This is an optimization exercise on Yosys and OpenROAD, whose aim is small area, not a production implementation.
The RTL was checked by simulation tests, not by an equivalence proof against the original design.
No activity file was given, so power comes from the tool's default toggle rates.

==> flow/design.v <==
package fp_pkg;
    localparam int unsigned FP_WIDTH   = 32;
    localparam int unsigned EXP_WIDTH  = 8;
    localparam int unsigned MAN_WIDTH  = 23;
    localparam int unsigned SIG_WIDTH  = MAN_WIDTH + 1;    
    localparam int unsigned RND_WIDTH  = SIG_WIDTH + 1;    
    localparam int unsigned PROD_WIDTH = 2 * SIG_WIDTH;
    localparam int unsigned EXPI_WIDTH = 10;               
    localparam int unsigned BIAS       = 127;
    localparam logic [FP_WIDTH-1:0] QNAN = 32'h7FC0_0000;
    typedef enum logic [1:0] {
        FP_ZERO,
        FP_NORM,
        FP_INF,
        FP_NAN
    } fp_class_e;
    typedef enum logic [2:0] {
        S_IDLE,
        S_UNPACK,
        S_MULT,
        S_NORM,
        S_PACK
    } state_e;
    typedef struct packed {
        logic                 sign;
        logic [EXP_WIDTH-1:0] exp;
        logic [SIG_WIDTH-1:0] man;
        fp_class_e            cls;
    } fp_unpacked_t;
endpackage
import fp_pkg::*;
module fp_classify
(
    input  logic [FP_WIDTH-1:0] op,
    output fp_pkg::fp_unpacked_t unp
);
    logic [EXP_WIDTH-1:0] exp_c;
    logic [MAN_WIDTH-1:0] frac_c;
    assign exp_c  = op[FP_WIDTH-2 -: EXP_WIDTH];
    assign frac_c = op[MAN_WIDTH-1:0];
    always_comb begin
        unp.sign = op[FP_WIDTH-1];
        unp.exp  = exp_c;
        unp.man  = {1'b1, frac_c};
        unp.cls  = FP_NORM;
        if (exp_c == '0) begin
            unp.cls = FP_ZERO;
            unp.man = '0;
        end else if (&exp_c) begin
            unp.cls = (frac_c != '0) ? FP_NAN : FP_INF;
        end
    end
endmodule
import fp_pkg::*;
module fp_mult_unit
(
    input  logic                clk,
    input  logic                rst_n,
    input  logic                clk_en,
    input  logic                start,
    input  logic [FP_WIDTH-1:0] dataa,
    input  logic [FP_WIDTH-1:0] datab,
    output logic [FP_WIDTH-1:0] result,
    output logic                done,
    output logic                busy
);
    localparam logic [4:0] C_LOAD = 5'd8;
    localparam logic [4:0] C_PACK = 5'd2;
    localparam logic [4:0] C_DONE = 5'd3;
    logic                 busy_q, done_q;    
    logic [4:0]           cnt_q;
    logic [MAN_WIDTH-1:0] mc_q;         
    logic [MAN_WIDTH-1:0] mp_q;         
    logic [SIG_WIDTH-1:0] acc_q;        
    logic                 stx_q;        
    logic                 g_q, r_q, st_q;
    logic [8:0]           e_q;          
    logic                 s_q;          
    logic                 nan_q;
    logic [7:0] ea, eb;
    logic       a_z, b_z, a_ff, b_ff, a_fnz, b_fnz, nan_c;
    assign ea    = dataa[30:23];
    assign eb    = datab[30:23];
    assign a_z   = ~|ea;
    assign b_z   = ~|eb;
    assign a_ff  = &ea;
    assign b_ff  = &eb;
    assign a_fnz = |dataa[22:0];
    assign b_fnz = |datab[22:0];
    assign nan_c = (a_ff & a_fnz) | (b_ff & b_fnz) | (a_ff & b_z) | (a_z & b_ff);
    logic       accept;
    logic [7:0] xa, xb;
    logic [8:0] esum;
    logic [8:0] ec;
    assign xa    = accept ? ea : e_q[7:0];
    assign xb    = accept ? eb : 8'd0;
    assign ec[0] = 1'b1;
    genvar k;
    generate
        for (k = 0; k < 8; k++) begin : g_eadd
            assign esum[k]  = xa[k] ^ xb[k] ^ ec[k];
            assign ec[k+1]  = (xa[k] & xb[k]) | (ec[k] & (xa[k] ^ xb[k]));
        end
    endgenerate
    assign esum[8] = (e_q[8] & ~accept) ^ ec[8];
    logic [8:0] eload;
    always_comb begin
        if (accept & (a_ff | b_ff))     eload = 9'h180;    
        else if (accept & (a_z | b_z))  eload = 9'h000;    
        else                            eload = esum;
    end
    logic run, mul, last, norm, pack;
    assign accept = clk_en & start & (~busy_q | done_q);
    assign done_q = busy_q & (cnt_q == C_DONE);
    assign run    = clk_en & busy_q & ~done_q;
    assign mul    = cnt_q[4] | cnt_q[3];                           
    assign last   = &cnt_q;
    assign norm   = (cnt_q[4:1] == 4'b0000) & acc_q[SIG_WIDTH-1];    
    assign pack   = (cnt_q == C_PACK);
    logic                 b_bit;
    logic                 p23, rbl, rnd, cin;
    logic [SIG_WIDTH-1:0] addend;
    logic [SIG_WIDTH:0]   t;
    logic [SIG_WIDTH:0]   c;
    assign g_q    = mp_q[MAN_WIDTH-1];
    assign r_q    = mp_q[MAN_WIDTH-2];
    assign st_q   = stx_q;
    assign b_bit  = last | mp_q[0];
    assign addend = (mul & b_bit) ? {1'b1, mc_q} : '0;
    assign p23    = acc_q[0] ^ mc_q[0];
    assign rbl    = g_q & (p23 | r_q | st_q);
    assign rnd    = g_q & ~r_q & (st_q | acc_q[0]);
    assign cin    = last ? rbl : (~mul & rnd);
    assign c[0] = cin;
    generate
        for (k = 0; k < SIG_WIDTH; k++) begin : g_add
            assign t[k]   = acc_q[k] ^ addend[k] ^ c[k];
            assign c[k+1] = (acc_q[k] & addend[k]) | (c[k] & (acc_q[k] ^ addend[k]));
        end
    endgenerate
    assign t[SIG_WIDTH] = c[SIG_WIDTH];
    logic step;         
    assign step = mul | norm;
    logic ovf, unf, clr;
    assign ovf = e_q[8] & (e_q[7] | (&e_q[6:0]));
    assign unf = ~e_q[8] & (~e_q[7] | ~|e_q[6:0]);
    assign clr = nan_q | ovf | unf;
    always_ff @(posedge clk or negedge rst_n) begin
        if (!rst_n) begin
            busy_q <= 1'b0;
        end else if (clk_en) begin
            if (accept)      busy_q <= 1'b1;
            else if (done_q) busy_q <= 1'b0;
        end
    end
    always_ff @(posedge clk) begin
        if (accept) e_q <= eload;
        if (accept) begin
            cnt_q <= C_LOAD;
            mc_q  <= datab[22:0];
            mp_q  <= dataa[22:0];
            acc_q <= '0;
            s_q   <= (dataa[31] ^ datab[31]) & ~nan_c;
            nan_q <= nan_c;
        end else if (run) begin
            cnt_q <= cnt_q + 5'd1;
            if (step) begin
                acc_q <= t[SIG_WIDTH:1];
                mp_q  <= {t[0], mp_q[MAN_WIDTH-1:1]};
                stx_q <= (cnt_q[4:1] != 4'b0100) & (stx_q | r_q);
            end else if (pack & clr) begin
                acc_q <= {2'b00, nan_q, 21'd0};
                mp_q[MAN_WIDTH-1] <= 1'b0;
            end
            if (norm) e_q <= eload;
        end
    end
    assign result = {s_q, (ovf | nan_q) ? 8'hFF : unf ? 8'h00 : {~e_q[7], e_q[6:0]},
                     acc_q[21:0], g_q};
    assign done   = done_q;
    assign busy   = busy_q;
endmodule
==> flow/config.mk <==
export PLATFORM = sky130hd
export DESIGN_NAME = fp_mult_unit
export DESIGN_NICKNAME = fp_mult_unit
export VERILOG_FILES = /design/flow/design.v
export SDC_FILE = /design/flow/constraint.sdc
export NUM_CORES = 4
export LEC_CHECK = 0
export ABC_AREA = 1
export CAP_MARGIN = 20
export CORE_MARGIN = 2
export CORE_UTILIZATION = 60
export CTS_BUF_LIST = sky130_fd_sc_hd__clkbuf_8
export PLACE_DENSITY = 0.75
export SLEW_MARGIN = 20
==> flow/constraint.sdc <==
create_clock -name core_clock -period 12.0 [get_ports {clk}]
set_input_delay 2.4000 -clock core_clock [delete_from_list [all_inputs] [get_ports {clk}]]
set_output_delay 2.4000 -clock core_clock [all_outputs]
set_load 0.01 [all_outputs]
standard.sh (not shown) runs the stock make flow with config.mk's settings and CLKGATE_MAP_FILE= SYNTH_SCRIPT=/design/flow/synth_recipe.tcl, a recipe that flattens the netlist after the stock synthesis.
==> flow/flow/run.sh <==
#!/bin/bash
# Standard ORFS layout with two changes:
#  - synthesis maps logic with an area-only ABC script (flow/abc_area.script):
#    no timing-driven buffering or upsizing; the resizer repairs later steps;
#  - port buffers use the smallest buffer cell.
# Registers, power grid, taps and constraints are the standard flow's.
set -euo pipefail
W=$PWD
cat > "$W/my_synth.tcl" <<EOT
proc abc {args} {
  set i [lsearch -exact \$args -script]
  if {\$i >= 0} { lset args [expr {\$i + 1}] $W/flow/abc_area.script }
  yosys abc {*}\$args
}
source $W/synth_recipe.tcl
EOT
export BUFFER_PORTS_ARGS="-buffer_cell sky130_fd_sc_hd__buf_1"
export CTS_ARGS="-sink_clustering_enable -repair_clock_nets -buf_list sky130_fd_sc_hd__clkbuf_8 -dont_use_dummy_load"
bash standard.sh SYNTH_SCRIPT="$W/my_synth.tcl" finish > make_finish.log 2>&1
==> flow/flow/abc_area.script <==
strash
dc2
dch -f
map -a
strash
dch -f
amap
topo
==> next run, changes <==
--- a/flow/design.v
+++ b/flow/design.v
@@ -141,13 +141,13 @@
     assign t[SIG_WIDTH] = c[SIG_WIDTH];
     logic step;         
     assign step = mul | norm;
     logic ovf, unf, clr;
     assign ovf = e_q[8] & (e_q[7] | (&e_q[6:0]));
     assign unf = ~e_q[8] & (~e_q[7] | ~|e_q[6:0]);
-    assign clr = nan_q | ovf | unf;
+    assign clr = ovf | unf;           
     always_ff @(posedge clk or negedge rst_n) begin
         if (!rst_n) begin
             busy_q <= 1'b0;
         end else if (clk_en) begin
             if (accept)      busy_q <= 1'b1;
             else if (done_q) busy_q <= 1'b0;
@@ -172,11 +172,11 @@
                 acc_q <= {2'b00, nan_q, 21'd0};
                 mp_q[MAN_WIDTH-1] <= 1'b0;
             end
             if (norm) e_q <= eload;
         end
     end
-    assign result = {s_q, (ovf | nan_q) ? 8'hFF : unf ? 8'h00 : {~e_q[7], e_q[6:0]},
+    assign result = {s_q, ovf ? 8'hFF : unf ? 8'h00 : {~e_q[7], e_q[6:0]},
                      acc_q[21:0], g_q};
     assign done   = done_q;
     assign busy   = busy_q;
 endmodule
Effect: The new run completed without violations. Final cell count hardly moves. Wire length went down by 0.76%. Setup slack improved by 5.4 ps. Power hardly moves. Sequential share of layout area stays flat. Register-to-register slack stays flat. Die area is about the same. Non-clock buffer count does not change. Synthesized area stays flat. Flip-flop and latch count is unchanged. Utilization hardly moves.

## what the ideal ports hide
The flow's constraints put no driver on any port. The routed layouts listed below were extracted and timed again, unchanged, in two steps. Step 1 sets driving cells, clkbuf_16 on the clock port and buf_2 on the other inputs (assumed; they add their load-dependent delay and slew). Step 2 adds t to the input delays and takes it off the output delays; t is the mean of the earliest and latest rising clock arrival at the registers after step 1. Input paths then give back, and output paths get back, about the clock's delay inside the block. Slacks: ideal / step 1 / step 2; pairs: ideal / step 1.
run | t, ns | setup WS [ns] | latest minus earliest clock arrival (ns) | pins driven straight from the clock port
the first run | 0.369 | 0.515 / 0.515 / 0.515 | 0.018 / 0.018 | 1
the second run | 0.372 | 0.520 / 0.520 / 0.520 | 0.025 / 0.025 | 1
After both steps setup and hold are still met in every run listed.
